Background: an optimization exercise with open tools, aiming at small area, a short achievable clock period and few clock cycles per item. Do not read the settings as production practice.
Where RTL was checked, it was by simulation tests only, not by an equivalence proof against the original.
No functional check of the RTL was part of runs 4 to 7.
No activity file was given, so power comes from the tool's default toggle rates.

File: design/flow/config.mk
export PLATFORM = sky130hd
export DESIGN_NAME = linear_scan_register_allocator_unit
export DESIGN_NICKNAME = linear_scan_register_allocator_unit
export VERILOG_FILES = /design/flow/design.v
export SDC_FILE = /design/flow/constraint.sdc
export NUM_CORES = 4
export LEC_CHECK = 0
export CAP_MARGIN = 20
export CORE_MARGIN = 2
export CORE_UTILIZATION = 40
export SLEW_MARGIN = 20
File: design/flow/constraint.sdc
create_clock -name core_clock -period 8.0 [get_ports {clk}]
set_input_delay 1.6000 -clock core_clock [delete_from_list [all_inputs] [get_ports {clk}]]
set_output_delay 1.6000 -clock core_clock [all_outputs]
set_load 0.01 [all_outputs]
File: design/flow/design.v
package lsra_pkg;
  localparam int MAX_REGS_DEF = 16;
  localparam int VAR_W      = 16;
  localparam int POINT_W    = 16;
  localparam int SLOT_W     = 16;
  localparam int REG_IDX_W  = 4;
  localparam int NUM_REGS_W = 5;
  localparam int CFG_AW = 3;
  localparam int CFG_DW = 32;
  localparam logic [NUM_REGS_W-1:0] NUM_REGS_RST = NUM_REGS_W'(16);
  localparam logic [SLOT_W-1:0]     SLOT_MAX     = '1;
  typedef enum logic [CFG_AW-3:0] {
    REG_NUM_REGS = 1'b0
  } cfg_reg_t;
  typedef struct packed {
    logic [VAR_W-1:0]     out_var;
    logic                 spilled;
    logic [REG_IDX_W-1:0] reg_index;
    logic [SLOT_W-1:0]    stack_slot;
    logic                 last;
  } result_t;
endpackage
module lsra_cfg (
  input  logic                                 clk,
  input  logic                                 rst_n,
  input  logic                                 psel,
  input  logic                                 penable,
  input  logic                                 pwrite,
  input  logic [lsra_pkg::CFG_AW-1:0]          paddr,
  input  logic [lsra_pkg::CFG_DW-1:0]          pwdata,
  output logic [lsra_pkg::CFG_DW-1:0]          prdata,
  output logic                                 pready,
  output logic [lsra_pkg::NUM_REGS_W-1:0]      num_regs
);
  logic [lsra_pkg::NUM_REGS_W-1:0] num_regs_r;
  logic [lsra_pkg::NUM_REGS_W-1:0] num_regs_nxt;
  logic [lsra_pkg::CFG_AW-3:0]     word;
  logic                            wr_en;
  assign pready   = 1'b1;
  assign word     = paddr[lsra_pkg::CFG_AW-1:2];
  assign wr_en    = psel & penable & pwrite;
  assign num_regs = num_regs_r;
  always_comb begin
    num_regs_nxt = num_regs_r;
    if (wr_en && (word == lsra_pkg::REG_NUM_REGS)) begin
      num_regs_nxt = pwdata[lsra_pkg::NUM_REGS_W-1:0];
    end
  end
  always_ff @(posedge clk) begin
    if (!rst_n) begin
      num_regs_r <= lsra_pkg::NUM_REGS_RST;
    end else begin
      num_regs_r <= num_regs_nxt;
    end
  end
  always_comb begin
    unique case (word)
      lsra_pkg::REG_NUM_REGS: prdata = lsra_pkg::CFG_DW'(num_regs_r);
      default:                prdata = '0;
    endcase
  end
endmodule
module lsra_ctrl #(
  parameter int MAX_REGS = lsra_pkg::MAX_REGS_DEF
) (
  input  logic                            clk,
  input  logic                            rst_n,
  input  logic [lsra_pkg::NUM_REGS_W-1:0] num_regs,
  input  logic                            in_valid,
  output logic                            in_ready,
  input  logic [lsra_pkg::VAR_W-1:0]      in_var_id,
  input  logic [lsra_pkg::POINT_W-1:0]    in_start_point,
  input  logic [lsra_pkg::POINT_W-1:0]    in_end_point,
  output logic                            out_valid,
  input  logic                            out_ready,
  output logic [lsra_pkg::VAR_W-1:0]      out_var,
  output logic                            out_spilled,
  output logic [lsra_pkg::REG_IDX_W-1:0]  out_reg_index,
  output logic [lsra_pkg::SLOT_W-1:0]     out_stack_slot,
  output logic                            out_last
);
  localparam int N   = 16;
  localparam int VW  = lsra_pkg::VAR_W;
  localparam int EPW = lsra_pkg::POINT_W;
  localparam int SW  = lsra_pkg::SLOT_W;
  localparam int QW  = VW + 2 + SW;
  logic           va_r;
  logic [VW-1:0]  avar_r;
  logic [EPW-1:0] astart_r;
  logic [EPW-1:0] aend_r;
  logic           vb_r;
  logic [VW-1:0]  bvar_r;
  logic [EPW-1:0] bend_r;
  logic [N-1:0]   bs_r;    
  logic [N-1:0]   be_r;    
  logic [N-1:0]   valid_r;
  logic [EPW-1:0] tend_r [N];
  logic [VW-1:0]  tvar_r [N];
  logic [3:0]     rank_r [N];
  logic [SW-1:0]  slot_r;
  logic [SW-1:0]  slot_inc;
  logic           pend2_r;
  logic [VW-1:0]  r2var_r;
  logic           hv_r, sv_r;
  logic [QW-1:0]  head_r, skid_r;
  logic           go, fire2, push, pop, move_ab, take;
  logic [N-1:0]   vexp, avail, below, gq, rg_oh, top_oh, w_oh;
  logic           grant, steal, spill, tg;
  logic [3:0]     rg, top;
  logic [3:0]     qnew;
  logic [VW-1:0]  top_var;
  logic [QW-1:0]  res;
  logic [N-1:0]   as_cmp, ae_cmp;
  logic           byp_s, byp_e;
  assign slot_inc = (slot_r == lsra_pkg::SLOT_MAX) ? slot_r : slot_r + 1'b1;
  assign go       = vb_r & ~pend2_r & ~sv_r;
  assign fire2    = pend2_r & ~sv_r;
  assign push     = go | fire2;
  assign pop      = hv_r & out_ready;
  assign move_ab  = va_r & (~vb_r | go);
  assign in_ready = ~va_r | ~vb_r | (~pend2_r & ~sv_r);
  assign take     = in_valid & in_ready;
  always_comb begin
    for (int r = 0; r < N; r++) begin
      below[r]  = 5'(r) < num_regs;
      top_oh[r] = valid_r[r] & (rank_r[r] == 4'd0);
    end
  end
  assign vexp  = valid_r & bs_r;
  assign avail = ~vexp & below;
  assign rg_oh = avail & (~avail + 1'b1);
  assign grant = |avail;
  assign gq    = vexp & be_r;
  assign tg    = |(gq & top_oh);
  assign steal = ~grant & tg;
  assign spill = ~grant & ~tg;
  assign w_oh  = grant ? rg_oh : (tg ? top_oh : '0);
  always_comb begin
    rg = '0;
    for (int r = N - 1; r >= 0; r--) begin
      if (avail[r]) rg = 4'(r);
    end
  end
  always_comb begin
    top     = '0;
    top_var = '0;
    for (int r = 0; r < N; r++) begin
      top     = top | ({4{top_oh[r]}} & 4'(r));
      top_var = top_var | ({VW{top_oh[r]}} & tvar_r[r]);
    end
  end
  logic [N-1:0] cnt_t, rk_t;
  always_comb begin
    logic [N-1:0] x;
    logic         a, b;
    x = gq;
    for (int k = 2; k <= N; k = k * 2) begin
      for (int j = k / 2; j > 0; j = j / 2) begin
        for (int i = 0; i < N; i++) begin
          if (((i ^ j) > i)) begin
            a = x[i];
            b = x[i ^ j];
            if ((i & k) == 0) begin
              x[i]     = a | b;
              x[i ^ j] = a & b;
            end else begin
              x[i]     = a & b;
              x[i ^ j] = a | b;
            end
          end
        end
      end
    end
    cnt_t = x;
  end
  assign rk_t = grant ? cnt_t : {1'b0, cnt_t[N-1:1]};
  always_comb begin
    qnew[3] = rk_t[7];
    qnew[2] = (rk_t[3] & ~rk_t[7]) | rk_t[11];
    qnew[1] = (rk_t[1] & ~rk_t[3]) | (rk_t[5] & ~rk_t[7]) | (rk_t[9] & ~rk_t[11]) | rk_t[13];
    qnew[0] = (rk_t[0] & ~rk_t[1]) | (rk_t[2] & ~rk_t[3]) | (rk_t[4] & ~rk_t[5]) |
              (rk_t[6] & ~rk_t[7]) | (rk_t[8] & ~rk_t[9]) | (rk_t[10] & ~rk_t[11]) |
              (rk_t[12] & ~rk_t[13]) | rk_t[14];
  end
  always_comb begin
    if (grant)      res = {bvar_r, 1'b0, 1'b1, 12'd0, rg};
    else if (steal) res = {bvar_r, 1'b0, 1'b0, 12'd0, top};
    else            res = {bvar_r, 1'b1, 1'b1, slot_r};
    if (!go)        res = {r2var_r, 1'b1, 1'b1, slot_r};
  end
  always_comb begin
    for (int r = 0; r < N; r++) begin
      as_cmp[r] = tend_r[r] > astart_r;
      ae_cmp[r] = tend_r[r] > aend_r;
    end
  end
  assign byp_s = bend_r > astart_r;
  assign byp_e = bend_r > aend_r;
  always_ff @(posedge clk) begin
    if (!rst_n) begin
      va_r    <= 1'b0;
      vb_r    <= 1'b0;
      valid_r <= '0;
      slot_r  <= '0;
      pend2_r <= 1'b0;
      hv_r    <= 1'b0;
      sv_r    <= 1'b0;
    end else begin
      if (take)         va_r <= 1'b1;
      else if (move_ab) va_r <= 1'b0;
      if (move_ab)      vb_r <= 1'b1;
      else if (go)      vb_r <= 1'b0;
      if (go) begin
        valid_r <= vexp | rg_oh;
        pend2_r <= steal;
        if (spill) slot_r <= slot_inc;
      end else if (fire2) begin
        pend2_r <= 1'b0;
        slot_r  <= slot_inc;
      end
      if (pop) begin
        if (sv_r) begin
          sv_r <= 1'b0;
        end else begin
          hv_r <= push;
        end
      end else if (push) begin
        if (hv_r) sv_r <= 1'b1;
        else      hv_r <= 1'b1;
      end
    end
  end
  always_ff @(posedge clk) begin
    if (take) begin
      avar_r   <= in_var_id;
      astart_r <= in_start_point;
      aend_r   <= in_end_point;
    end
    if (move_ab) begin
      bvar_r <= avar_r;
      bend_r <= aend_r;
      for (int r = 0; r < N; r++) begin
        bs_r[r] <= (go && w_oh[r]) ? byp_s : as_cmp[r];
        be_r[r] <= (go && w_oh[r]) ? byp_e : ae_cmp[r];
      end
    end
    if (go && steal) r2var_r <= top_var;
    if (pop) begin
      if (sv_r)      head_r <= skid_r;
      else if (push) head_r <= res;
    end else if (push) begin
      if (hv_r) skid_r <= res;
      else      head_r <= res;
    end
  end
  always_ff @(posedge clk) begin
    for (int r = 0; r < N; r++) begin
      if (go && w_oh[r]) begin
        tend_r[r] <= bend_r;
        tvar_r[r] <= bvar_r;
        rank_r[r] <= qnew;
      end else if (go && grant) begin
        rank_r[r] <= rank_r[r] + {3'd0, ~be_r[r]};
      end else if (go && steal) begin
        rank_r[r] <= rank_r[r] - {3'd0, be_r[r]};
      end
    end
  end
  assign out_valid      = hv_r;
  assign out_var        = head_r[QW-1 -: VW];
  assign out_spilled    = head_r[SW+1];
  assign out_last       = head_r[SW];
  assign out_reg_index  = head_r[SW+1] ? 4'd0 : head_r[3:0];
  assign out_stack_slot = head_r[SW+1] ? head_r[SW-1:0] : '0;
endmodule
module linear_scan_register_allocator_unit #(
  parameter int MAX_REGS = lsra_pkg::MAX_REGS_DEF
) (
  input  logic                        clk,
  input  logic                        rst_n,
  input  logic                        in_valid,
  output logic                        in_ready,
  input  logic [lsra_pkg::VAR_W-1:0]   in_var_id,
  input  logic [lsra_pkg::POINT_W-1:0] in_start_point,
  input  logic [lsra_pkg::POINT_W-1:0] in_end_point,
  output logic                        out_valid,
  input  logic                        out_ready,
  output logic [lsra_pkg::VAR_W-1:0]   out_var,
  output logic                        out_spilled,
  output logic [lsra_pkg::REG_IDX_W-1:0] out_reg_index,
  output logic [lsra_pkg::SLOT_W-1:0]  out_stack_slot,
  output logic                        out_last,
  input  logic                        psel,
  input  logic                        penable,
  input  logic                        pwrite,
  input  logic [lsra_pkg::CFG_AW-1:0] paddr,
  input  logic [lsra_pkg::CFG_DW-1:0] pwdata,
  output logic [lsra_pkg::CFG_DW-1:0] prdata,
  output logic                        pready
);
  logic [lsra_pkg::NUM_REGS_W-1:0] num_regs;
  lsra_cfg u_cfg (
    .clk      (clk),
    .rst_n    (rst_n),
    .psel     (psel),
    .penable  (penable),
    .pwrite   (pwrite),
    .paddr    (paddr),
    .pwdata   (pwdata),
    .prdata   (prdata),
    .pready   (pready),
    .num_regs (num_regs)
  );
  lsra_ctrl #(
    .MAX_REGS (MAX_REGS)
  ) u_ctrl (
    .clk      (clk),
    .rst_n    (rst_n),
    .num_regs (num_regs),
    .in_valid       (in_valid),
    .in_ready       (in_ready),
    .in_var_id      (in_var_id),
    .in_start_point (in_start_point),
    .in_end_point   (in_end_point),
    .out_valid      (out_valid),
    .out_ready      (out_ready),
    .out_var        (out_var),
    .out_spilled    (out_spilled),
    .out_reg_index  (out_reg_index),
    .out_stack_slot (out_stack_slot),
    .out_last       (out_last)
  );
endmodule
File: design/flow/run.sh
#!/bin/bash
# synth_recipe.tcl (not shown) runs the flow's synth.tcl, then flattens the netlist and writes it again
# the make line also repeats each setting of config.mk as NAME=value (left out here)
make -C /OpenROAD-flow-scripts/flow DESIGN_CONFIG=/design/flow/config.mk WORK_HOME=/design/flow/orfs CLKGATE_MAP_FILE= SYNTH_SCRIPT=/design/flow/synth_recipe.tcl finish
==> flow_summary.json, run 1 <==
{
  "outcome": "no timing/DRC/antenna violations",
  "yosys-top-cells-area": "edfxtp_1, ha_1, o21a_1",
  "die_area_um2": 114900,
  "synth_top_cell_area_share_pct": 51.64,
  "ctsHoldBuffers": 0,
  "cp.required_ns": 8.42,
  "numPortBuffers": 105,
  "drt_iter0_drc": 2882,
  "post_cts_buffers": 0,
  "via_count": 30561,
  "synth_top_flop_cell": "edfxtp_1",
  "cp_max_fo": 34,
  "drtPass1Iterations": 6,
  "setup.worst_path.end_class": "flip-flop",
  "vdd_drop_max_mv": 0.1658,
  "boundaryPins": 163,
  "drcViolationCount": 0,
  "setup_ws_ns": 2.378,
  "area_growth_pct": 13.64,
  "setup_viol": 0,
  "track_usage_pct": 22.54,
  "htreeDepth": 3,
  "dpl_cell_area_um2": 48060,
  "synth.largest_area_cell": "edfxtp_1",
  "gp_congestion": 0.8494,
  "fp.dieW_um": 339.0,
  "maxCapViolations": 0,
  "switching_share_pct": 23.69,
  "finalPower_uw": 9738,
  "layout_common_cells": "edfxtp_1, ha_1, a21oi_1, nand2_1, o21ai_0",
  "hold_class": "flip-flop to flip-flop",
  "layout-drive-gt1-share_pct": 8.410,
  "avgSynthCellArea_um2": 12.71,
  "wl_per_cell_um": 24.77,
  "r2r_slack_ns": 2.38,
  "yosysUniqueCellTypes": 81,
  "coreArea_um2": 111000,
  "cts_buffer_depth": 3,
  "final_common_cell": "edfxtp_1",
  "cts.repair.resized": 0,
  "synth-edff-count": 772,
  "wl_mm": 131.1,
  "p_int_uw": 7431,
  "grt_overflow": 0,
  "report.final.slew_viol_count": 0,
  "antenna_found_initial": 5,
  "seq_area_frac_synth_pct": 53.51,
  "ys_ff_latch": 814,
  "n_antenna_cell": 0,
  "numCtsBuffers": 90,
  "cp.arrival_ns": 6.04,
  "grt_max_degree": 43,
  "use_met2_pct": 36.06,
  "met3_usage_pct": 3.359,
  "viasPerCell": 5.774,
  "path_clk_slew_ns": 0.06,
  "layout_min_cycle_time_ns": 5.622,
  "worst_pin_slew_ns": 1.185,
  "fp-row-count": 122,
  "fin_worst_skew_ns": 0.03692,
  "dp_slack_ns": 2.458,
  "fin_worst_hold_slack_ns": 0.4179,
  "worstSetupStartpointType": "flip-flop",
  "seqPwrFrac_pct": 49.1,
  "finalCritPeriodShare_pct": 70.27,
  "syn_area_um2": 44900,
  "die_y_um": 339.0,
  "cts_root_buf": "clkbuf_16",
  "power.share.clock_pct": 42.6,
  "grt_pass1_vias": 30317,
  "criticalPathCategory": "flip-flop to flip-flop",
  "start_util_pct": 40.46,
  "busiest_layer": "met2",
  "nets": 4448,
  "clk_latency_ns": 0.68,
  "p_per_area_nw_per_um2": 190.9,
  "grt_pass1_wl_mm": 193.6,
  "cts_sinks": 814,
  "p_sw_uw": 2307,
  "fin_area_um2": 51020,
  "hpwl_mm": 82.63,
  "cts_tree": "done",
  "synthArstFlopShare_pct": 0,
  "finalHoldViolations": 0,
  "tns_ns": 0,
  "syn-instance-count": 3533,
  "ys_warn_count": 5,
  "relSlewSlack_pct": 20.94,
  "comb_power_share_pct": 8.3,
  "p_leak_uw": 0.01955,
  "met1_usage_pct": 31.61,
  "rsz0062_at_grt": "false",
  "ant_nets": 0,
  "fmax_mhz": 177.9
}
layout make-up:
cell class,count,area [um^2]
fillers,9989,59950
flip-flops and latches,814,24020
multi-input cells,2498,19940
clock buffers,109,2364
well taps,1488,1862
repair buffers,193,1752
clock inverters,55,569.3
inverters,136,510.5
kinds of logic after synthesis:
logic type               share of synthesized area (%)
flip-flops                                       53.51
XOR/XNOR                                         1.307
adder cells (fa/ha/maj)                          17.74
AND/OR/NAND/NOR                                  10.07
other                                          0.01673
buffers and inverters                            2.461
multiplexers                                     1.998
AO/OA/AOI/OAI                                    12.91
power by group through the flow:
stage	Sequential (uW)	Combinational, uW	Clock, uW
floorplan	4860	499	0
global placement	4870	781	0
detailed placement	4870	799	0
CTS	4780	805	4210
global route	4790	901	4380
finish	4780	809	4150
synthesized netlist by cell type (all sizes together) (27+ instances only):
library cell  count
and3             27
mux2i            42
nand3            72
a21o             87
a22o             73
xnor2            50
nor2            138
clkbuf           58
dfxtp            42
a21boi           31
a221oi           64
nand4           128
nor3             39
o21a            130
nand2b           63
edfxtp          772
a31oi            27
o21ai           169
nor4             32
ha              609
inv             136
nor2b           110
a211oi           28
buf              53
nand2           158
mux2             39
and2             50
a21oi           165
final timing paths:
kind                                     startpoint                  end  depth (start not counted)
worst min-delay path               u_ctrl.avar_r[0]     u_ctrl.bvar_r[0]                          0
worst max-delay path            u_cfg.num_regs_r[2]  u_ctrl.rank_r[2][0]                         11
worst min register to register     u_ctrl.avar_r[0]     u_ctrl.bvar_r[0]                          0
worst max register to register  u_cfg.num_regs_r[2]  u_ctrl.rank_r[2][0]                         11
sequential cells by signal, summed over array words and instances (netlist names), 34 cells and up:
signal and cells:
u_ctrl.tvar_r 256, u_ctrl.skid_r 34, u_ctrl.rank_r 64, u_ctrl.head_r 34, u_ctrl.tend_r 256
layer usage:
| layer | share of wire (%) | vias to the layer above |
|---|---|---|
| met5 | 0 | - |
| met4 | 2.9 | 0 |
| met3 | 7.1 | 240 |
| met2 | 45 | 1147 |
| met1 | 45 | 15078 |
| li1 | - | 14096 |
worst max-delay path: stages, from the launching register on:
cell and delay, ns:
dfxtp_1 0.71, nor3_1 0.23, a22oi_1 0.48, and4bb_1 0.33, nand2_1 0.31, nor2b_2 0.08
nor2_1 0.35, inv_1 0.66, or4_1 0.69, a21boi_1 0.25, inv_2 0.83, mux2_2 0.41
per-stage QoR:
step,utilization (%),instances
2_1_floorplan,-,3559
3_3_place_gp,43.28,5127
3_5_place_dp,43.31,5128
4_1_cts,45.95,5292
5_1_grt,45.98,5293
6_report,45.98,5293
Testbench counts, summed over its fixed seeds: cycles 14,328, items 12,000.
==> run 2, diff against run 1 <==
--- a/design/flow/config.mk
+++ b/design/flow/config.mk
@@ -10,2 +10,3 @@
 export CORE_UTILIZATION = 40
+export SETUP_SLACK_MARGIN = 5
 export SLEW_MARGIN = 20
==> flow_summary.json, run 2 <==
{
  "outcome": "no timing/DRC/antenna violations",
  "synth-edff-count": 772,
  "cts_tree": "done",
  "track_usage_pct": 24.78,
  "maxCapViolations": 0,
  "synth-compound-area-share_pct": 12.91,
  "setup.worst_path.end_class": "flip-flop",
  "path_clk_slew_ns": 0.06,
  "dpl_cell_area_um2": 49240,
  "hold_class": "flip-flop to flip-flop",
  "worst_pin_slew_ns": 0.9871,
  "wl_per_cell_um": 26.52,
  "synth_top_family_by_area": "adder cells",
  "fin_area_um2": 58980,
  "p_leak_uw": 0.02272,
  "cp_max_fo": 16,
  "grt_overflow": 0,
  "wl_mm": 151.1,
  "hold_depth": 0,
  "nFillCells": 9161,
  "multi_input_area_um2": 22410,
  "yosysUniqueCellTypes": 81,
  "nets": 4850,
  "ys_warn_count": 5,
  "synth-simple-area-share_pct": 10.07,
  "numCtsBuffers": 90,
  "p_int_uw": 7625,
  "comb_power_share_pct": 9.8,
  "ys_top_cells_by_count": "edfxtp_1, ha_1, a21oi_1, nand2_1, o21ai_0",
  "power.share.clock_pct": 42.6,
  "final_common_cell": "edfxtp_1",
  "r2r-start": "u_ctrl.bs_r[0]",
  "layout_min_cycle_time_ns": 4.018,
  "fp-row-count": 122,
  "die_area_um2": 114900,
  "synth_adder_area_share_pct": 17.74,
  "synth.most_common_cell": "edfxtp_1",
  "seqPwrFrac_pct": 47.6,
  "cp.arrival_ns": 4.45,
  "switching_share_pct": 24.30,
  "final_core_util_pct": 53.15,
  "worstHoldStart": "u_ctrl.avar_r[6]",
  "fp.dieW_um": 339.0,
  "vdd_drop_max_mv": 0.1652,
  "start_util_pct": 40.46,
  "grt_pass1_wl_mm": 210.5,
  "area_growth_pct": 31.38,
  "synth_xor_area_share_pct": 1.307,
  "r2r_slack_ns": 3.98,
  "ys_ff_latch": 814,
  "grt_max_degree": 52,
  "layout.cells.non_filler": 5699,
  "rsz0062_at_grt": "true",
  "avgSynthCellArea_um2": 12.71,
  "cts_buffer_depth": 3,
  "htreeDepth": 3,
  "synth_top_cell_area_share_pct": 51.64,
  "hpwl_mm": 85.30,
  "boundaryPins": 163,
  "syn-instance-count": 3533,
  "cts_root_buf": "clkbuf_16",
  "via_count": 33219,
  "drt_iter0_drc": 3541,
  "report.final.slew_viol_count": 0,
  "cts_sinks": 814,
  "cp.required_ns": 8.43,
  "coreArea_um2": 111000,
  "reg2reg_to": "u_ctrl.rank_r[4][0]",
  "layout_common_cells": "edfxtp_1, ha_1, buf_4, nand2_1, buf_6",
  "syn_area_um2": 44900,
  "seq_area_frac_synth_pct": 53.51,
  "ant_nets": 0,
  "layout-drive-gt1-share_pct": 26.18,
  "numPortBuffers": 105,
  "synth_mux_area_share_pct": 1.998,
  "viasPerCell": 5.829,
  "finalHoldViolations": 0,
  "regArea_um2": 24060,
  "drtPass1Iterations": 8,
  "r2r_cells": 13,
  "synth.largest_area_cell": "edfxtp_1",
  "fmax_mhz": 248.9,
  "finalCritPeriodShare_pct": 50.22,
  "antenna_found_initial": 3,
  "p_sw_uw": 2448,
  "grt_pass1_vias": 32398,
  "reg_top3": "u_ctrl.tend_r (256), u_ctrl.tvar_r (256), u_ctrl.rank_r (64)",
  "tns_ns": 0,
  "synth_top_flop_cell": "edfxtp_1",
  "gp_congestion": 0.8608,
  "criticalPathCategory": "flip-flop to flip-flop",
  "drcViolationCount": 0,
  "fin_worst_skew_ns": 0.04834,
  "p_per_area_nw_per_um2": 170.8,
  "clk_latency_ns": 0.69,
  "placed_cells": 5125,
  "yosys-top-cells-area": "edfxtp_1, ha_1, o21a_1",
  "relSlewSlack_pct": 34.20,
  "min_to": "u_ctrl.bvar_r[6]",
  "synthArstFlopShare_pct": 0,
  "finalPower_uw": 10070,
  "setup_viol": 0,
  "worstSetupStartpointType": "flip-flop",
  "die_y_um": 339.0
}
-- run 2: cell counts after synthesis --
No cell type changed its count.
-- run 2: per-stage QoR --
stage	hold slack (ns)	setup WS, ns
2_1_floorplan	0.4003	4.322
3_3_place_gp	0.4016	2.907
3_5_place_dp	0.4045	2.836
4_1_cts	0.4184	4.094
5_1_grt	0.4302	3.902
6_report	0.4176	3.982
-- run 2: how the worst max path moves through the flow --
stage                         from                   end  slack [ns]  cells after the start
5_1_grt             u_ctrl.bs_r[4]   u_ctrl.rank_r[1][0]        3.90                     12
3_5_place_dp   u_cfg.num_regs_r[3]   u_ctrl.rank_r[2][0]        2.84                     11
3_3_place_gp   u_cfg.num_regs_r[3]   u_ctrl.rank_r[2][0]        2.91                     11
4_1_cts            u_ctrl.be_r[11]   u_ctrl.rank_r[4][0]        4.09                     14
6_report            u_ctrl.bs_r[0]   u_ctrl.rank_r[4][0]        3.98                     13
2_1_floorplan      u_ctrl.bs_r[13]  u_ctrl.rank_r[11][0]        4.32                     12
-- run 2: what timing repair did --
| action | in CTS | in global routing |
|---|---|---|
| hold endpoints to repair | 0 | 0 |
| gates resized for setup | 531 | 268 |
| gates cloned | 27 | 19 |
| pin swaps | 151 | 91 |
| buffers inserted | 255 | 105 |
| hold buffers | 0 | 0 |
| setup endpoints to repair | 771 | 708 |
-- run 2: area by class of cell --
type / instances / share of cell area (%)
inverters: 136 / 1.086
diodes: 1 / 0.004242
flip-flops and latches: 814 / 40.79
clock inverters: 60 / 1.169
repair buffers: 584 / 11.64
repair inverters: 10 / 0.1570
multi-input cells: 2499 / 37.99
well taps: 1488 / 3.156
clock buffers: 107 / 4.013
-- run 2: critical path, cell delays in order (launching register included) --
cell and delay, ns:
edfxtp_1 0.54, and3_1 0.37, nor4_4 0.10, nor3_4 0.22
buf_4 0.15, nand4_1 0.15, and3b_4 0.26, a22o_4 0.27
or2_1 0.24, o211a_1 0.15, or4_1 0.47, a221o_1 0.37
buf_12 0.18, mux2_2 0.27
-- run 2: cell families (layout without fill, tap and decap cells) --
family,Yosys count,count (layout)
mux,81,81
compound gates,850,850
flops,814,814
simple gates,845,846
xor+xnor,67,67
other cells,2,29
buf+inv,247,897
fa+ha+maj,627,627
-- run 2: power groups by stage --
stage	registers, uW	logic, uW	clock network, uW
2_1_floorplan	4860	535	0
3_3_place_gp	4880	811	0
3_5_place_dp	4880	832	0
4_1_cts	4790	930	4340
5_1_grt	4800	1080	4510
6_report	4790	988	4290
-- run 2: layer usage --
| metal | vias up | global-route usage [%] | routed length [um] |
|---|---|---|---|
| met5 | - | 0 | 0 |
| met4 | 0 | 8.491 | 6214 |
| met3 | 347 | 3.640 | 11800 |
| met2 | 1476 | 39.92 | 68720 |
| met1 | 16462 | 34.15 | 64390 |
| li1 | 14934 | - | - |
==> run 3, diff against run 2 <==
--- a/design/flow/config.mk
+++ b/design/flow/config.mk
@@ -10,3 +10,3 @@
 export CORE_UTILIZATION = 40
-export SETUP_SLACK_MARGIN = 5
+export SETUP_SLACK_MARGIN = 4
 export SLEW_MARGIN = 20
==> flow_summary.json, run 3 <==
{
  "met2_length_mm": 60.35,
  "worst_pin_slew_ns": 1.186,
  "vdd_drop_max_mv": 0.1786,
  "fin_worst_hold_slack_ns": 0.3994,
  "cts_buffer_depth": 3,
  "rsz0062_at_grt": "true",
  "r2r_slack_ns": 3.90,
  "worstSetupStartpointType": "flip-flop",
  "grt_overflow": 0,
  "ys_warn_count": 5,
  "grt_max_degree": 49,
  "p_per_area_nw_per_um2": 191.7,
  "ys_top_cells_by_count": "edfxtp_1, ha_1, a21oi_1, nand2_1, o21ai_0",
  "reg_top3": "u_ctrl.tend_r (256), u_ctrl.tvar_r (256), u_ctrl.rank_r (64)",
  "finalHoldViolations": 0,
  "criticalPathCategory": "flip-flop to flip-flop",
  "cp.required_ns": 8.43,
  "layout_min_cycle_time_ns": 4.098,
  "ctsHoldBuffers": 0,
  "outcome": "no timing/DRC/antenna violations",
  "die_y_um": 339.0,
  "track_usage_pct": 23.32,
  "ant_nets": 0,
  "synth.largest_area_cell": "edfxtp_1",
  "syn_area_um2": 44900,
  "clk_latency_ns": 0.69,
  "final_common_cell": "edfxtp_1",
  "cp.arrival_ns": 4.53,
  "fp-row-count": 122,
  "cts_root_buf": "clkbuf_16",
  "die_area_um2": 114900,
  "synthArstFlopShare_pct": 0,
  "path_clk_slew_ns": 0.06,
  "boundaryPins": 163,
  "wl_mm": 136.7,
  "synth.most_common_cell": "edfxtp_1",
  "drcViolationCount": 0,
  "yosysUniqueCellTypes": 81,
  "top_layer_used": "met4",
  "wl_per_cell_um": 25.42,
  "htreeDepth": 3,
  "setup.worst_path.end_class": "flip-flop",
  "viasPerCell": 5.799,
  "cp_max_fo": 8,
  "finalPower_uw": 10120,
  "numCtsBuffers": 92,
  "numPortBuffers": 105,
  "yosys-top-cells-area": "edfxtp_1, ha_1, o21a_1",
  "wl_met3_mm": 9.877,
  "grt_pass1_wl_mm": 199.3,
  "hold_class": "flip-flop to flip-flop",
  "hpwl_mm": 83.01,
  "syn-instance-count": 3533,
  "avgSynthCellArea_um2": 12.71,
  "nets": 4524,
  "tns_ns": 0,
  "area_growth_pct": 17.55,
  "synth_top_cell_area_share_pct": 51.64,
  "fp.dieW_um": 339.0,
  "ys_ff_latch": 814,
  "drt_iter0_drc": 3012,
  "layout-drive-gt1-share_pct": 12.92,
  "finalCritPeriodShare_pct": 51.23,
  "cts_tree": "done",
  "maxCapViolations": 0,
  "synth_top_flop_cell": "edfxtp_1",
  "cts_sinks": 814,
  "fmax_mhz": 244.0,
  "relSlewSlack_pct": 20.94,
  "synth-edff-count": 772,
  "grt_pass1_vias": 30514,
  "report.final.slew_viol_count": 0,
  "gp_congestion": 0.8625,
  "setup_viol": 0,
  "met1_length_mm": 62.29,
  "drtPass1Iterations": 5,
  "antenna_found_initial": 5,
  "via_count": 31173,
  "start_util_pct": 40.46,
  "p_leak_uw": 0.02027,
  "coreArea_um2": 111000,
  "seq_area_frac_synth_pct": 53.51,
  "fin_worst_skew_ns": 0.04599,
  "layout_common_cells": "edfxtp_1, ha_1, o21ai_0, nand2_1, a21oi_1"
}
==> run 3: timing repair <==
action,CTS,global route
cloned,4,1
resized for setup,124,86
setup endpoints to repair,622,311
setup buffers,24,42
pin swaps,4,33
==> run 3: final cells by class <==
cell class                      count  area, um^2
Antenna cell                        2       5.005
Clock buffer                      113        2462
Clock inverter                     58       767.0
Fill cell                        9806       58200
Inverter                          136       601.8
Multi-Input combinational cell   2500       20680
Sequential cell                   814       24040
Tap cell                         1488        1862
Timing Repair Buffer              263        2340
Timing Repair inverter              2       15.01
==> run 3: where the power goes <==
group          total, uW  leakage [uW]  internal [uW]  switching, uW
Combinational        832        0.0113            334            497
Clock               4500       0.00157           2660           1840
Sequential          4780       0.00737           4730           54.8
==> run 3: per-layer routing <==
metal	vias to the layer above	global-route usage, %
met1	15481	33.88
li1	14257	-
met5	-	0
met2	1194	36.12
met4	0	7.296
met3	241	3.056
==> run 3: final timing paths <==
path / to / start / depth (start not counted)
min reg2reg: u_ctrl.bvar_r[15] / u_ctrl.avar_r[15] / 0
min: u_ctrl.bvar_r[15] / u_ctrl.avar_r[15] / 0
max: u_ctrl.rank_r[1][0] / u_ctrl.bs_r[5] / 12
max reg2reg: u_ctrl.rank_r[1][0] / u_ctrl.bs_r[5] / 12
==> run 3: worst max-delay path, cell delays in order, from the launching register on <==
cell      delay (ns)
edfxtp_1        0.49
nand3_1         0.23
nand3_1         0.16
or3_1           0.44
nor3_4          0.23
buf_4           0.18
a211oi_4        0.09
nor4_4          0.38
xnor2_1         0.17
nand3_1         0.11
or4_4           0.57
a221o_4         0.50
mux2_2          0.29
==> run 3: through the flow <==
step	utilization [%]	cell area [um^2]	setup WS, ns	std cells
2_1_floorplan	-	45040	3.950	3559
3_3_place_gp	43.36	48110	2.436	5132
3_5_place_dp	43.36	48110	2.400	5132
4_1_cts	46.92	52060	3.889	5331
5_1_grt	47.55	52770	3.871	5374
6_report	47.56	52780	3.902	5376
==> run 3: logic make-up (layout without fill, tap and decap cells) <==
kind of cell / after synthesis / count (layout) / synth area share, %
buf+inv: 247 / 572 / 2.461
compound gates: 850 / 851 / 12.91
fa+ha+maj: 627 / 627 / 17.74
xor+xnor: 67 / 67 / 1.307
simple gates: 845 / 846 / 10.07
mux: 81 / 81 / 1.998
other cells: 2 / 30 / 0.01673
flops: 814 / 814 / 53.51
==> run 4, diff against run 3 <==
--- a/design/flow/design.v
+++ b/design/flow/design.v
@@ -86,6 +86,2 @@
   localparam int QW  = VW + 2 + SW;
-  logic           va_r;
-  logic [VW-1:0]  avar_r;
-  logic [EPW-1:0] astart_r;
-  logic [EPW-1:0] aend_r;
   logic           vb_r;
@@ -105,3 +101,3 @@
   logic [QW-1:0]  head_r, skid_r;
-  logic           go, fire2, push, pop, move_ab, take;
+  logic           go, fire2, push, pop, take;
   logic [N-1:0]   vexp, avail, below, gq, rg_oh, top_oh, w_oh;
@@ -119,4 +115,3 @@
   assign pop      = hv_r & out_ready;
-  assign move_ab  = va_r & (~vb_r | go);
-  assign in_ready = ~va_r | ~vb_r | (~pend2_r & ~sv_r);
+  assign in_ready = ~vb_r | (~pend2_r & ~sv_r);
   assign take     = in_valid & in_ready;
@@ -192,11 +187,10 @@
     for (int r = 0; r < N; r++) begin
-      as_cmp[r] = tend_r[r] > astart_r;
-      ae_cmp[r] = tend_r[r] > aend_r;
+      as_cmp[r] = tend_r[r] > in_start_point;
+      ae_cmp[r] = tend_r[r] > in_end_point;
     end
   end
-  assign byp_s = bend_r > astart_r;
-  assign byp_e = bend_r > aend_r;
+  assign byp_s = bend_r > in_start_point;
+  assign byp_e = bend_r > in_end_point;
   always_ff @(posedge clk) begin
     if (!rst_n) begin
-      va_r    <= 1'b0;
       vb_r    <= 1'b0;
@@ -208,5 +202,3 @@
     end else begin
-      if (take)         va_r <= 1'b1;
-      else if (move_ab) va_r <= 1'b0;
-      if (move_ab)      vb_r <= 1'b1;
+      if (take)         vb_r <= 1'b1;
       else if (go)      vb_r <= 1'b0;
@@ -234,9 +226,4 @@
     if (take) begin
-      avar_r   <= in_var_id;
-      astart_r <= in_start_point;
-      aend_r   <= in_end_point;
-    end
-    if (move_ab) begin
-      bvar_r <= avar_r;
-      bend_r <= aend_r;
+      bvar_r <= in_var_id;
+      bend_r <= in_end_point;
       for (int r = 0; r < N; r++) begin
--- a/design/flow/config.mk
+++ b/design/flow/config.mk
@@ -10,3 +10,3 @@
 export CORE_UTILIZATION = 40
-export SETUP_SLACK_MARGIN = 4
+export SETUP_SLACK_MARGIN = 4.5
 export SLEW_MARGIN = 20
==> flow_summary.json, run 4 <==
{
  "outcome": "no timing/DRC/antenna violations",
  "vdd_drop_max_mv": 0.1444,
  "p_per_area_nw_per_um2": 178.0,
  "fin_worst_skew_ns": 0.04053,
  "setup_viol": 0,
  "syn-instance-count": 3520,
  "start_util_pct": 40.17,
  "layout.cells.non_filler": 5387,
  "hold_depth": 2,
  "htreeDepth": 3,
  "comb_power_share_pct": 12.0,
  "ys_ff_latch": 765,
  "synthArstFlopShare_pct": 0,
  "r2r_cells": 12,
  "min_to": "u_ctrl.slot_r[11]",
  "cts_tree": "done",
  "fp-row-count": 121,
  "ant_nets": 0,
  "ctsHoldBuffers": 0,
  "grt_pass1_wl_mm": 198.2,
  "viasPerCell": 5.848,
  "path_cells": "and3_4 -> maj3_2 -> o21ai_4 -> o21ai_2 -> o211ai_2 -> and4_4 -> nor4_2 -> or4_4 -> mux2i_4 -> buf_12 -> nand2_8 -> mux2_4",
  "wl_mm": 138.4,
  "worstHoldStart": "u_ctrl.slot_r[11]",
  "regArea_um2": 22580,
  "layout_common_cells": "edfxtp_1, ha_1, buf_4, nand2_1, o21a_1",
  "r2r_slack_ns": 4.12,
  "finalHoldViolations": 0,
  "drcViolationCount": 0,
  "synth.largest_area_cell": "edfxtp_1",
  "layout_min_cycle_time_ns": 3.883,
  "nets": 4617,
  "final_common_cell": "edfxtp_1",
  "cts_buffer_depth": 3,
  "reg_top3": "u_ctrl.tend_r (256), u_ctrl.tvar_r (256), u_ctrl.rank_r (64)",
  "clk_latency_ns": 0.69,
  "multi_input_area_um2": 22020,
  "n_antenna_cell": 0,
  "synth-edff-count": 724,
  "grt_max_degree": 50,
  "crit_path_top_delay_cell": "edfxtp_1",
  "numCtsBuffers": 86,
  "fin_worst_hold_slack_ns": 0.4853,
  "finalPower_uw": 9595,
  "cts_root_buf": "clkbuf_16",
  "die_area_um2": 111700,
  "synth_top_flop_cell": "edfxtp_1",
  "syn_area_um2": 43610,
  "fp.dieW_um": 334.2,
  "cp.required_ns": 8.40,
  "nFillCells": 9390,
  "hold_class": "flip-flop to flip-flop",
  "relSlewSlack_pct": 36.15,
  "seq_area_frac_synth_pct": 51.74,
  "setup.worst_path.end_class": "flip-flop",
  "rsz0062_at_grt": "true",
  "switching_share_pct": 25.12,
  "synth_top_cell_area_share_pct": 49.86,
  "yosysUniqueCellTypes": 89,
  "worst_pin_slew_ns": 0.9578,
  "critPathBufInv": 1,
  "finalCritPeriodShare_pct": 48.53,
  "fmax_mhz": 257.6,
  "area_growth_pct": 23.59,
  "via_count": 31503,
  "grt_pass1_vias": 30973,
  "ys_warn_count": 5,
  "grt_overflow": 0,
  "seqPwrFrac_pct": 47.8,
  "boundaryPins": 163,
  "antenna_found_initial": 3,
  "drtPass1Iterations": 5,
  "path_clk_slew_ns": 0.06,
  "slowest_delay_ns": 0.55,
  "coreArea_um2": 108600,
  "maxCapViolations": 0,
  "drt_iter0_drc": 2728,
  "die_y_um": 334.2,
  "avgSynthCellArea_um2": 12.39,
  "numPortBuffers": 105,
  "gp_congestion": 0.8880,
  "p_int_uw": 7184,
  "critPathTopFamily": "simple AND/OR/NAND/NOR gates",
  "yosys-top-cells-area": "edfxtp_1, ha_1, o21a_1",
  "wl_per_cell_um": 25.68,
  "tns_ns": 0,
  "report.final.slew_viol_count": 0,
  "placed_cells": 5025,
  "cts_sinks": 765,
  "layout-drive-gt1-share_pct": 20.21,
  "synth.most_common_cell": "edfxtp_1",
  "power.share.clock_pct": 40.2,
  "track_usage_pct": 24.05,
  "worstSetupStartpointType": "flip-flop",
  "p_sw_uw": 2411,
  "hpwl_mm": 86.38,
  "p_leak_uw": 0.02095,
  "cp_max_fo": 7,
  "r2r-start": "u_ctrl.be_r[0]",
  "reg2reg_to": "u_ctrl.rank_r[8][0]",
  "cp.arrival_ns": 4.29,
  "criticalPathCategory": "flip-flop to flip-flop",
  "ys_top_cells_by_count": "edfxtp_1, ha_1, o21ai_0, nand2_1, a21oi_1"
}
-- run 4: cells by family (layout without fill, tap and decap cells) --
| logic type | Yosys count | count (layout) | share of synthesized area, % |
|---|---|---|---|
| AOI/OAI and AO/OA | 860 | 860 | 13.40 |
| xor gates and xnor gates | 63 | 63 | 1.265 |
| adders and majority gates | 629 | 629 | 18.31 |
| buffers and inverters | 261 | 687 | 2.674 |
| DFF | 765 | 765 | 51.74 |
| muxes | 74 | 74 | 1.911 |
| other | 2 | 28 | 0.01722 |
| and+or+nand+nor | 866 | 867 | 10.68 |
-- run 4: area by class of cell --
type	instances	area share, %
flip-flops and latches	765	41.89
multi-input cells	2521	40.87
repair buffers	383	7.613
clock buffers	110	4.160
well taps	1414	3.283
inverters	138	1.235
clock inverters	49	0.8358
repair inverters	7	0.1138
-- run 4: worst reg2reg max path: stages, from the launching register on --
cell,delay (ns)
edfxtp_1,0.55
and3_4,0.28
maj3_2,0.38
o21ai_4,0.27
o21ai_2,0.16
o211ai_2,0.36
and4_4,0.30
nor4_2,0.05
or4_4,0.55
mux2i_4,0.18
buf_12,0.17
nand2_8,0.11
mux2_4,0.27
-- run 4: metal layers --
metal  up-vias  track usage [%]  share of wire (%)
li1      14410                -                  -
met1     15620            32.29                 43
met3       304            3.717                6.6
met2      1169            38.59                 46
met5         -                0                  0
met4         0            10.45                4.7
-- run 4: stage by stage --
step,instance area [um^2],worst slack (ns),util (%)
floorplan,44050,3.863,-
global placement,46860,2.069,43.17
detailed placement,46860,1.979,43.17
CTS,52680,4.147,48.53
global route,53890,4.011,49.65
finish,53890,4.117,49.65
-- run 4: how the worst max path moves through the flow --
| stage | startpoint | to | slack, ns | depth (start not counted) |
|---|---|---|---|---|
| 6_report | u_ctrl.be_r[0] | u_ctrl.rank_r[8][0] | 4.12 | 12 |
| 2_1_floorplan | in_end_point[1] | u_ctrl.be_r[0] | 3.86 | 14 |
| 5_1_grt | u_ctrl.be_r[0] | u_ctrl.rank_r[8][0] | 4.01 | 15 |
| 4_1_cts | u_ctrl.be_r[0] | u_ctrl.rank_r[8][0] | 4.15 | 13 |
| 3_5_place_dp | in_end_point[1] | u_ctrl.be_r[15] | 1.98 | 14 |
| 3_3_place_gp | in_end_point[1] | u_ctrl.be_r[10] | 2.07 | 14 |
-- run 4: timing repair --
item                       CTS  global route
pin swaps                  113           107
gates resized for setup    433           184
cloned                      14             7
setup endpoints to repair  657           489
buffers inserted           141            41
-- run 4: power groups by stage --
stage	clock, uW	sequential, uW	combinational (uW)
2_1_floorplan	0	4640	632
3_3_place_gp	0	4660	937
3_5_place_dp	0	4660	958
4_1_cts	3910	4580	1110
5_1_grt	4050	4590	1270
6_report	3850	4590	1150
==> run 5, diff against run 4 <==
--- a/design/flow/design.v
+++ b/design/flow/design.v
@@ -86,2 +86,6 @@
   localparam int QW  = VW + 2 + SW;
+  logic           va_r;
+  logic [VW-1:0]  avar_r;
+  logic [EPW-1:0] astart_r;
+  logic [EPW-1:0] aend_r;
   logic           vb_r;
@@ -89,4 +93,4 @@
   logic [EPW-1:0] bend_r;
-  logic [N-1:0]   bs_r;    
-  logic [N-1:0]   be_r;    
+  logic [N-1:0]   vx_r;    
+  logic [N-1:0]   gx_r;    
   logic [N-1:0]   valid_r;
@@ -95,2 +99,7 @@
   logic [3:0]     rank_r [N];
+  logic [N-1:0]   pw_r;
+  logic [3:0]     pq_r;
+  logic           ptop_r;
+  logic [3:0]     er [N];
+  logic [N-1:0]   valid_nx;
   logic [SW-1:0]  slot_r;
@@ -101,3 +110,3 @@
   logic [QW-1:0]  head_r, skid_r;
-  logic           go, fire2, push, pop, take;
+  logic           go, fire2, push, pop, move_ab, take;
   logic [N-1:0]   vexp, avail, below, gq, rg_oh, top_oh, w_oh;
@@ -115,3 +124,4 @@
   assign pop      = hv_r & out_ready;
-  assign in_ready = ~vb_r | (~pend2_r & ~sv_r);
+  assign move_ab  = va_r & (~vb_r | go);
+  assign in_ready = ~va_r | ~vb_r | (~pend2_r & ~sv_r);
   assign take     = in_valid & in_ready;
@@ -120,6 +130,7 @@
       below[r]  = 5'(r) < num_regs;
-      top_oh[r] = valid_r[r] & (rank_r[r] == 4'd0);
+      er[r]     = pw_r[r] ? pq_r : rank_r[r];
+      top_oh[r] = pw_r[r] ? ptop_r : (valid_r[r] & (rank_r[r] == 4'd0));
     end
   end
-  assign vexp  = valid_r & bs_r;
+  assign vexp  = vx_r;
   assign avail = ~vexp & below;
@@ -127,3 +138,3 @@
   assign grant = |avail;
-  assign gq    = vexp & be_r;
+  assign gq    = gx_r;
   assign tg    = |(gq & top_oh);
@@ -132,2 +143,3 @@
   assign w_oh  = grant ? rg_oh : (tg ? top_oh : '0);
+  assign valid_nx = go ? (vexp | rg_oh) : valid_r;
   always_comb begin
@@ -187,12 +199,14 @@
     for (int r = 0; r < N; r++) begin
-      as_cmp[r] = tend_r[r] > in_start_point;
-      ae_cmp[r] = tend_r[r] > in_end_point;
+      as_cmp[r] = tend_r[r] > astart_r;
+      ae_cmp[r] = tend_r[r] > aend_r;
     end
   end
-  assign byp_s = bend_r > in_start_point;
-  assign byp_e = bend_r > in_end_point;
+  assign byp_s = bend_r > astart_r;
+  assign byp_e = bend_r > aend_r;
   always_ff @(posedge clk) begin
     if (!rst_n) begin
+      va_r    <= 1'b0;
       vb_r    <= 1'b0;
       valid_r <= '0;
+      pw_r    <= '0;
       slot_r  <= '0;
@@ -202,6 +216,9 @@
     end else begin
-      if (take)         vb_r <= 1'b1;
+      if (take)         va_r <= 1'b1;
+      else if (move_ab) va_r <= 1'b0;
+      if (move_ab)      vb_r <= 1'b1;
       else if (go)      vb_r <= 1'b0;
       if (go) begin
-        valid_r <= vexp | rg_oh;
+        pw_r    <= w_oh;
+        valid_r <= valid_nx;
         pend2_r <= steal;
@@ -226,7 +243,12 @@
     if (take) begin
-      bvar_r <= in_var_id;
-      bend_r <= in_end_point;
+      avar_r   <= in_var_id;
+      astart_r <= in_start_point;
+      aend_r   <= in_end_point;
+    end
+    if (move_ab) begin
+      bvar_r <= avar_r;
+      bend_r <= aend_r;
       for (int r = 0; r < N; r++) begin
-        bs_r[r] <= (go && w_oh[r]) ? byp_s : as_cmp[r];
-        be_r[r] <= (go && w_oh[r]) ? byp_e : ae_cmp[r];
+        vx_r[r] <= valid_nx[r] & ((go && w_oh[r]) ? byp_s : as_cmp[r]);
+        gx_r[r] <= valid_nx[r] & ((go && w_oh[r]) ? byp_s & byp_e : as_cmp[r] & ae_cmp[r]);
       end
@@ -247,8 +269,12 @@
         tvar_r[r] <= bvar_r;
-        rank_r[r] <= qnew;
-      end else if (go && grant) begin
-        rank_r[r] <= rank_r[r] + {3'd0, ~be_r[r]};
-      end else if (go && steal) begin
-        rank_r[r] <= rank_r[r] - {3'd0, be_r[r]};
       end
+      if (go) begin
+        if (grant)      rank_r[r] <= er[r] + {3'd0, ~gq[r]};
+        else if (steal) rank_r[r] <= er[r] - {3'd0, gq[r]};
+        else            rank_r[r] <= er[r];
+      end
+    end
+    if (go) begin
+      pq_r   <= qnew;
+      ptop_r <= grant ? ~cnt_t[0] : ~cnt_t[1];
     end
==> flow_summary.json, run 5 <==
{
  "layout_common_cells": "edfxtp_1, ha_1, nand2_1, nand4_1, a21oi_1",
  "drcViolationCount": 0,
  "drtPass1Iterations": 5,
  "reg2reg_to": "u_ctrl.gx_r[10]",
  "synth_top_flop_cell": "edfxtp_1",
  "synth.largest_area_cell": "edfxtp_1",
  "synth-compound-area-share_pct": 13.77,
  "synth_mux_area_share_pct": 2.018,
  "finalCritPeriodShare_pct": 44.29,
  "wl_mm": 144.3,
  "hpwl_mm": 85.38,
  "cp.required_ns": 6.40,
  "cts_root_buf": "clkbuf_16",
  "grt_max_degree": 65,
  "grt_pass1_vias": 31935,
  "cp_max_fo": 6,
  "fin_worst_skew_ns": 0.02727,
  "numCtsBuffers": 93,
  "nets": 4665,
  "ys_ff_latch": 835,
  "cts_tree": "done",
  "wl_per_cell_um": 25.98,
  "worst_pin_slew_ns": 1.125,
  "synth_adder_area_share_pct": 16.63,
  "worstSetupStartpointType": "input port",
  "fp-row-count": 124,
  "synthArstFlopShare_pct": 0,
  "r2r-start": "u_ctrl.pw_r[10]",
  "via_count": 33054,
  "yosys-top-cells-area": "edfxtp_1, ha_1, dfxtp_1",
  "start_util_pct": 40.34,
  "maxCapViolations": 0,
  "area_growth_pct": 17.36,
  "gp_congestion": 0.8936,
  "relSlewSlack_pct": 24.97,
  "boundaryPins": 163,
  "fmax_mhz": 282.2,
  "ys_top_cells_by_count": "edfxtp_1, ha_1, nand2_1, a21oi_1, nand4_1",
  "dp_slack_ns": 2.831,
  "final_common_cell": "edfxtp_1",
  "path_clk_slew_ns": 0.06,
  "cp.arrival_ns": 1.94,
  "multi_input_area_um2": 20910,
  "p_per_area_nw_per_um2": 184.6,
  "synth-edff-count": 777,
  "synth_top_family_by_area": "adder cells",
  "n_antenna_cell": 0,
  "finalPower_uw": 9996,
  "regArea_um2": 24510,
  "vdd_drop_max_mv": 0.1867,
  "r2r_cells": 10,
  "criticalPathCategory": "input port to primary output",
  "fp.dieW_um": 343.6,
  "syn-instance-count": 3703,
  "track_usage_pct": 23.80,
  "final_core_util_pct": 47.35,
  "setup_ws_ns": 4.457,
  "r2r_slack_ns": 4.49,
  "seq_area_frac_synth_pct": 53.10,
  "synth_xor_area_share_pct": 0.9683,
  "coreArea_um2": 114300,
  "viasPerCell": 5.948,
  "antenna_found_initial": 2,
  "ant_nets": 0,
  "layout_min_cycle_time_ns": 3.543,
  "layout-drive-gt1-share_pct": 12.41,
  "outcome": "no timing/DRC/antenna violations",
  "setup_viol": 0,
  "tns_ns": 0,
  "worstHoldStart": "u_ctrl.avar_r[2]",
  "hold_class": "flip-flop to flip-flop",
  "grt_pass1_wl_mm": 207.6,
  "numPortBuffers": 105,
  "grt_overflow": 0,
  "synth_top_cell_area_share_pct": 50.58,
  "synth.most_common_cell": "edfxtp_1",
  "rsz0062_at_grt": "true",
  "crit_path_end": "prdata[2]",
  "p_leak_uw": 0.02093,
  "reg_top3": "u_ctrl.tend_r (256), u_ctrl.tvar_r (256), u_ctrl.rank_r (64)",
  "avgSynthCellArea_um2": 12.46,
  "cts_buffer_depth": 3,
  "cts_sinks": 835,
  "drt_iter0_drc": 3542,
  "ctsHoldBuffers": 0,
  "yosysUniqueCellTypes": 89,
  "critPathLaunch": "paddr[2]",
  "syn_area_um2": 46130,
  "setup.worst_path.end_class": "primary output",
  "ys_warn_count": 6,
  "die_area_um2": 118100,
  "report.final.slew_viol_count": 0,
  "htreeDepth": 3,
  "synth-simple-area-share_pct": 10.53,
  "die_y_um": 343.6,
  "finalHoldViolations": 0,
  "clk_latency_ns": 0.68,
  "nFillCells": 10090
}
-- run 5: changes by cell type after synthesis, moves of 40 or more --
cell / change
nand2_1: +73
a21o_1: +40
clkbuf_1: +41
o21ai_0: -61
o21a_1: -47
edfxtp_1: +53
-- run 5: report_power, final --
part           switching, uW  internal [uW]
logic                    505            317
clock network           1830           2450
registers               65.4           4830
total                   2400           7590
-- run 5: worst min-delay path by stage --
stage / end / slack (ns) / depth (start not counted)
after floorplan: u_ctrl.bvar_r[0] / 0.40 / 0
after global placement: u_ctrl.bvar_r[4] / 0.40 / 0
after detailed placement: u_ctrl.bvar_r[2] / 0.41 / 0
after CTS: u_ctrl.bvar_r[1] / 0.42 / 0
after global routing: u_ctrl.bvar_r[2] / 0.42 / 0
final: u_ctrl.bvar_r[2] / 0.41 / 0
-- run 5: layout make-up --
type	instances	area share, %
clock buffer	123	4.719
clock inverter	51	0.8690
inverter	135	1.186
multi-input combinational	2595	38.63
sequential	835	45.28
tap	1512	3.494
timing repair buffer	298	5.711
timing repair inverter	8	0.1156
-- run 5: logic make-up after synthesis --
family | Yosys count
fa+ha+maj | 614
xor+xnor | 51
mux | 91
compound gates | 896
flops | 835
other cells | 2
buf+inv | 304
simple gates | 910
-- run 5: worst max-delay path: stages --
cell and delay, ns:
buf_8 0.11, nor2b_1 0.10, buf_2 0.14
-- run 5: what timing repair did --
item	in CTS	in global routing
pin swaps	18	12
setup endpoints to repair	652	410
resized for setup	161	59
gates cloned	18	4
setup buffers	70	31
-- run 5: metrics by stage --
stage / std cells / cell area [um^2] / hold WS (ns)
3_3_place_gp: 5259 / 49140 / 0.4026
4_1_cts: 5522 / 53540 / 0.4171
5_1_grt: 5557 / 54140 / 0.4221
6_report: 5557 / 54140 / 0.4110
2_1_floorplan: 3729 / 46290 / 0.4003
3_5_place_dp: 5260 / 49170 / 0.4072
-- run 5: metal layers --
layer | wire, um | up-vias | track usage, %
met4 | 5240 | 0 | 8.506
met5 | 0 | - | 0
met1 | 62720 | 16371 | 33.21
li1 | - | 14999 | -
met3 | 10890 | 296 | 3.376
met2 | 65510 | 1388 | 37.81
==> run 6, diff against run 5 <==
--- a/design/flow/config.mk
+++ b/design/flow/config.mk
@@ -10,2 +10,4 @@
 export CORE_UTILIZATION = 40
+export CTS_BUF_LIST = sky130_fd_sc_hd__clkbuf_8
+export CTS_CLUSTER_SIZE = 20
 export SETUP_SLACK_MARGIN = 4.5
==> flow_summary.json, run 6 <==
{
  "grt_overflow": 0,
  "cts_sinks": 835,
  "fmax_mhz": 282.5,
  "syn-instance-count": 3703,
  "tns_ns": 0,
  "finalHoldViolations": 0,
  "drcViolationCount": 0,
  "regArea_um2": 24510,
  "vdd_drop_max_mv": 0.1341,
  "synth-simple-area-share_pct": 10.53,
  "crit_path_top_delay_cell": "buf_2",
  "p_leak_uw": 0.02106,
  "start_util_pct": 40.34,
  "synth_xor_area_share_pct": 0.9683,
  "synth.largest_area_cell": "edfxtp_1",
  "ctsHoldBuffers": 0,
  "synth_top_cell_area_share_pct": 50.58,
  "wl_mm": 146.2,
  "slowest_delay_ns": 0.14,
  "r2r_slack_ns": 4.46,
  "finalCritPeriodShare_pct": 44.25,
  "cts_tree": "done",
  "seq_area_frac_synth_pct": 53.10,
  "htreeDepth": 4,
  "fin_worst_skew_ns": 0.06286,
  "boundaryPins": 163,
  "relSlewSlack_pct": 27.12,
  "criticalPathCategory": "input port to primary output",
  "worstHoldStart": "u_ctrl.avar_r[12]",
  "hold_depth": 0,
  "nFillCells": 10149,
  "r2r_cells": 15,
  "cp.required_ns": 6.40,
  "wl_per_cell_um": 25.81,
  "grt_pass1_wl_mm": 208.9,
  "ant_nets": 0,
  "fp.dieW_um": 343.6,
  "grt_max_degree": 65,
  "drtPass1Iterations": 8,
  "ys_ff_latch": 835,
  "hold_class": "flip-flop to flip-flop",
  "avgSynthCellArea_um2": 12.46,
  "critPathBufInv": 2,
  "cts_root_buf": "clkbuf_8",
  "outcome": "no timing/DRC/antenna violations",
  "p_per_area_nw_per_um2": 176.1,
  "cts_buffer_depth": 3,
  "antenna_found_initial": 5,
  "die_y_um": 343.6,
  "worstSetupStartpointType": "input port",
  "ys_top_cells_by_count": "edfxtp_1, ha_1, nand2_1, a21oi_1, nand4_1",
  "gp_congestion": 0.8936,
  "synth_mux_area_share_pct": 2.018,
  "grt_pass1_vias": 32291,
  "yosys-top-cells-area": "edfxtp_1, ha_1, dfxtp_1",
  "layout_common_cells": "edfxtp_1, ha_1, nand2_1, a21oi_1, nand4_1",
  "via_count": 33368,
  "synthArstFlopShare_pct": 0,
  "path_clk_slew_ns": 0.06,
  "reg_top3": "u_ctrl.tend_r (256), u_ctrl.tvar_r (256), u_ctrl.rank_r (64)",
  "synth_top_family_by_area": "adder cells",
  "cp.arrival_ns": 1.94,
  "cp_max_fo": 6,
  "rsz0062_at_grt": "true",
  "die_area_um2": 118100,
  "maxCapViolations": 0,
  "path_cells": "buf_8 -> nor2b_1 -> buf_2",
  "nets": 4742,
  "area_growth_pct": 17.28,
  "r2r-start": "u_ctrl.ptop_r",
  "syn_area_um2": 46130,
  "worst_pin_slew_ns": 1.093,
  "setup.worst_path.end_class": "primary output",
  "track_usage_pct": 24.11,
  "report.final.slew_viol_count": 0,
  "numCtsBuffers": 147,
  "synth-compound-area-share_pct": 13.77,
  "final_common_cell": "edfxtp_1",
  "viasPerCell": 5.891,
  "hpwl_mm": 85.38,
  "coreArea_um2": 114300,
  "clk_latency_ns": 0.87,
  "synth_top_flop_cell": "edfxtp_1",
  "layout_min_cycle_time_ns": 3.540,
  "critPathTopFamily": "buffers and inverters",
  "yosysUniqueCellTypes": 89,
  "ys_warn_count": 6,
  "fp-row-count": 124,
  "synth_adder_area_share_pct": 16.63,
  "min_to": "u_ctrl.bvar_r[12]",
  "dpl_cell_area_um2": 49170,
  "fin_area_um2": 54100,
  "multi_input_area_um2": 20930,
  "synth.most_common_cell": "edfxtp_1",
  "synth-edff-count": 777,
  "layout-drive-gt1-share_pct": 14.46,
  "setup_viol": 0,
  "drt_iter0_drc": 3469,
  "reg2reg_to": "u_ctrl.gx_r[14]",
  "numPortBuffers": 105
}
[run 6: cell counts after synthesis]
Identical to the previous run, type by type.
[run 6: where the power goes]
group | internal (uW) | switching, uW
Combinational | 316 | 509
Clock | 1910 | 1900
Sequential | 4830 | 64.2
Total | 7050 | 2470
[run 6: worst max path at each step]
stage                           start            endpoint  slack [ns]  cells after the start
global route          u_ctrl.gx_r[12]      u_ctrl.pq_r[0]        4.33                     10
finish                       paddr[2]           prdata[2]        4.46                      3
global placement        u_ctrl.ptop_r      u_ctrl.gx_r[4]        2.89                     12
CTS                 u_ctrl.head_r[17]  out_stack_slot[12]        4.38                      4
detailed placement      u_ctrl.ptop_r      u_ctrl.gx_r[4]        2.83                     12
floorplan               u_ctrl.ptop_r      u_ctrl.gx_r[1]        4.51                     13
[run 6: repair_timing]
action,in CTS,in global routing
setup endpoints to repair,650,319
gates cloned,18,6
pin swaps,17,14
buffers inserted,82,40
resized for setup,191,83
[run 6: cell type report]
cell class	count	area share, %
sequential	835	45.30
timing repair inverter	9	0.1318
tap	1512	3.497
clock buffer	157	3.994
antenna	3	0.01388
timing repair buffer	321	6.073
inverter	135	1.168
multi-input combinational	2594	38.69
clock inverter	98	1.131
[run 6: kinds of logic (layout without fill, tap and decap cells)]
kind of cell             after synthesis  in the layout
AND/OR/NAND/NOR                      910            912
buffers and inverters                304            720
AO/OA/AOI/OAI                        896            898
other                                  2             31
multiplexers                          91             91
XOR/XNOR                              51             51
flip-flops                           835            835
adder cells (fa/ha/maj)              614            614
[run 6: through the flow]
stage	std cells	utilization [%]	setup slack (ns)	total power [uW]	hold slack (ns)
floorplan	3729	-	4.507	5445	0.4003
CTS	5615	46.68	4.379	9579	0.3884
detailed placement	5260	43.00	2.831	5758	0.4072
global placement	5259	42.98	2.892	5738	0.4026
finish	5664	47.31	4.460	9526	0.3931
global route	5664	47.31	4.335	9868	0.3979
[run 6: worst reg2reg max path, delay by kind of cell (launching register included)]
kind | cells | cell delay, ns
simple gates | 5 | 1.18
buf+inv | 6 | 1.04
compound gates | 4 | 0.73
flops | 1 | 0.39
[run 6: layer usage]
layer	vias to the layer above	track usage, %	wire (um)
li1	15159	-	-
met1	16508	33.53	62470
met2	1406	37.51	65750
met3	293	4.167	12170
met4	2	9.407	5812
met5	-	0	13
==> run 7, diff against run 6 <==
--- a/design/flow/design.v
+++ b/design/flow/design.v
@@ -55,8 +55,14 @@
   end
+  logic [lsra_pkg::NUM_REGS_W-1:0] rd_r;
+  logic [lsra_pkg::NUM_REGS_W-1:0] rd_nxt;
   always_comb begin
     unique case (word)
-      lsra_pkg::REG_NUM_REGS: prdata = lsra_pkg::CFG_DW'(num_regs_r);
-      default:                prdata = '0;
+      lsra_pkg::REG_NUM_REGS: rd_nxt = rst_n ? num_regs_nxt : lsra_pkg::NUM_REGS_RST;
+      default:                rd_nxt = '0;
     endcase
   end
+  always_ff @(posedge clk) begin
+    rd_r <= rd_nxt;
+  end
+  assign prdata = lsra_pkg::CFG_DW'(rd_r);
 endmodule
--- a/design/flow/config.mk
+++ b/design/flow/config.mk
@@ -10,4 +10,2 @@
 export CORE_UTILIZATION = 40
-export CTS_BUF_LIST = sky130_fd_sc_hd__clkbuf_8
-export CTS_CLUSTER_SIZE = 20
 export SETUP_SLACK_MARGIN = 4.5
==> flow_summary.json, run 7 <==
{
  "outcome": "no timing/DRC/antenna violations",
  "synth.most_common_cell": "edfxtp_1",
  "drtPass1Iterations": 6,
  "viasPerCell": 5.977,
  "yosys-top-cells-area": "edfxtp_1, ha_1, a21o_1",
  "synthArstFlopShare_pct": 0,
  "gp_congestion": 0.8847,
  "setup_viol": 0,
  "layout_common_cells": "edfxtp_1, ha_1, a21oi_1, buf_4, nand2_1",
  "worst_pin_slew_ns": 1.078,
  "nets": 4759,
  "finalHoldViolations": 0,
  "via_count": 33784,
  "wl_per_cell_um": 26.54,
  "fin_worst_skew_ns": 0.03453,
  "fp.dieW_um": 344.5,
  "seq_area_frac_synth_pct": 53.03,
  "rsz0062_at_grt": "true",
  "syn_area_um2": 46380,
  "hold_depth": 0,
  "p_leak_uw": 0.02159,
  "met3_usage_pct": 4.167,
  "finalCritPeriodShare_pct": 43.97,
  "fmax_mhz": 284.3,
  "report.final.slew_viol_count": 0,
  "synth_top_flop_cell": "edfxtp_1",
  "busiest_layer": "met2",
  "htreeDepth": 3,
  "cp.arrival_ns": 3.94,
  "yosysUniqueCellTypes": 86,
  "crit_path_top_delay_cell": "edfxtp_1",
  "die_y_um": 344.5,
  "path_clk_slew_ns": 0.06,
  "synth-edff-count": 777,
  "grt_overflow": 0,
  "met1_usage_pct": 33.31,
  "worstSetupStartpointType": "flip-flop",
  "clk_latency_ns": 0.70,
  "hold_class": "flip-flop to flip-flop",
  "critPathBufInv": 5,
  "critPathTopFamily": "simple AND/OR/NAND/NOR gates",
  "dpl_cell_area_um2": 49520,
  "layout-drive-gt1-share_pct": 14.04,
  "worstHoldStart": "u_ctrl.avar_r[14]",
  "synth.largest_area_cell": "edfxtp_1",
  "layout_min_cycle_time_ns": 3.518,
  "ys_ff_latch": 840,
  "maxCapViolations": 0,
  "fin_area_um2": 55180,
  "drt_iter0_drc": 3560,
  "numCtsBuffers": 96,
  "path_common_cell": "buf_12",
  "reg2reg_to": "u_ctrl.gx_r[14]",
  "cts_root_buf": "clkbuf_16",
  "fp-row-count": 124,
  "start_util_pct": 40.45,
  "use_met2_pct": 39.56,
  "r2r_cells": 14,
  "reg_top3": "u_ctrl.tend_r (256), u_ctrl.tvar_r (256), u_ctrl.rank_r (64)",
  "vdd_drop_max_mv": 0.1663,
  "grt_pass1_wl_mm": 214.5,
  "tns_ns": 0,
  "boundaryPins": 163,
  "cts_buffer_depth": 3,
  "wl_mm": 150.0,
  "slowest_delay_ns": 0.51,
  "grt_pass1_vias": 32356,
  "syn-instance-count": 3736,
  "area_growth_pct": 18.97,
  "track_usage_pct": 24.76,
  "relSlewSlack_pct": 27.35,
  "p_per_area_nw_per_um2": 185.7,
  "min_to": "u_ctrl.bvar_r[14]",
  "final_common_cell": "edfxtp_1",
  "ant_nets": 0,
  "setup.worst_path.end_class": "flip-flop",
  "coreArea_um2": 114700,
  "cts_sinks": 840,
  "r2r-start": "u_ctrl.ptop_r",
  "cts_tree": "done",
  "ys_warn_count": 6,
  "antenna_found_initial": 4,
  "hpwl_mm": 88.22,
  "cp_max_fo": 8,
  "criticalPathCategory": "flip-flop to flip-flop",
  "final_core_util_pct": 48.12,
  "numPortBuffers": 105,
  "cp.required_ns": 8.42,
  "synth_top_cell_area_share_pct": 50.31,
  "path_cells": "buf_12 -> nand2_1 -> o31ai_4 -> buf_12 -> a22oi_2 -> nand4_1 -> or3_4 -> buf_12 -> a31oi_4 -> nor2_4 -> buf_12 -> buf_4 -> a22oi_2 -> nor2_1",
  "drcViolationCount": 0,
  "avgSynthCellArea_um2": 12.41,
  "grt_max_degree": 73,
  "r2r_slack_ns": 4.48,
  "die_area_um2": 118700,
  "ys_top_cells_by_count": "edfxtp_1, ha_1, a21oi_1, nand2_1, nor2_1"
}
[run 7: cell types whose count changed in the layout (fill, tap and decap cells not counted), moves of 31 or more]
cell	before	now
clkbuf_16	4	99
nand2_1	223	183
inv_1	160	112
o221ai_1	35	2
o21a_1	91	60
a21oi_1	164	203
clkbuf_8	157	6
o21ai_0	97	143
a21o_1	124	172
nor2_1	135	174
[run 7: cell families after synthesis]
group / Yosys count / synth area share [%]
buffers and inverters: 284 / 2.814
DFF: 840 / 53.03
adders and majority gates: 615 / 16.56
muxes: 112 / 2.504
and+or+nand+nor: 913 / 10.55
AOI/OAI and AO/OA: 921 / 13.60
xor gates and xnor gates: 49 / 0.9253
other: 2 / 0.01619
[run 7: metrics by stage]
stage	setup slack [ns]	total power, uW	instances	hold slack (ns)
after floorplan	4.632	5479	3762	0.4003
after global placement	3.187	5792	5307	0.4022
after detailed placement	3.151	5809	5307	0.4045
after CTS	4.463	10260	5598	0.4157
after global routing	4.403	10540	5650	0.4253
final	4.482	10250	5652	0.4110
[run 7: layout make-up]
class	count	area [um^2]
Fill cell	9963	59480
Sequential cell	840	24610
Multi-Input combinational cell	2647	21250
Timing Repair Buffer	356	3742
Clock buffer	116	2549
Tap cell	1512	1892
Clock inverter	60	618.1
Inverter	117	488.0
Timing Repair inverter	2	17.52
Antenna cell	2	5.005
[run 7: what timing repair did]
action,4_1_cts,5_1_grt
hold buffers,0,0
cloned,19,5
endpoints found under the setup margin,679,343
pin swaps,35,27
resized for setup,124,70
setup buffers,96,46
[run 7: worst max-delay path by stage]
stage                         from           endpoint  slack, ns  cells after the start
6_report             u_ctrl.ptop_r    u_ctrl.gx_r[14]       4.48                     14
5_1_grt          u_ctrl.head_r[17]  out_stack_slot[0]       4.40                      3
4_1_cts         u_ctrl.astart_r[2]    u_ctrl.gx_r[14]       4.46                     14
3_5_place_dp         u_ctrl.ptop_r    u_ctrl.gx_r[14]       3.15                     12
3_3_place_gp         u_ctrl.ptop_r    u_ctrl.gx_r[14]       3.19                     12
2_1_floorplan  u_cfg.num_regs_r[3]    u_ctrl.gx_r[13]       4.63                     11
[run 7: report_power, final]
part,internal (uW),total [uW],switching [uW]
Sequential,4850,4910,62.1
Clock,2600,4450,1860
Combinational,333,879,546
[run 7: routing by layer]
| metal | up-vias | part of all wire [%] |
|---|---|---|
| li1 | 15213 | - |
| met1 | 16751 | 42 |
| met2 | 1465 | 45 |
| met3 | 353 | 7.9 |
| met4 | 2 | 4.6 |
| met5 | - | 0.011 |

Re-timed with assumed drivers on the ports (clkbuf_16 on the clock, buf_2 on other inputs), run 7 has 4.450 ns of setup slack against 4.482 ns with ideal ports, and 4.339 ns once port delays also move by the mid clock arrival of 0.750 ns.
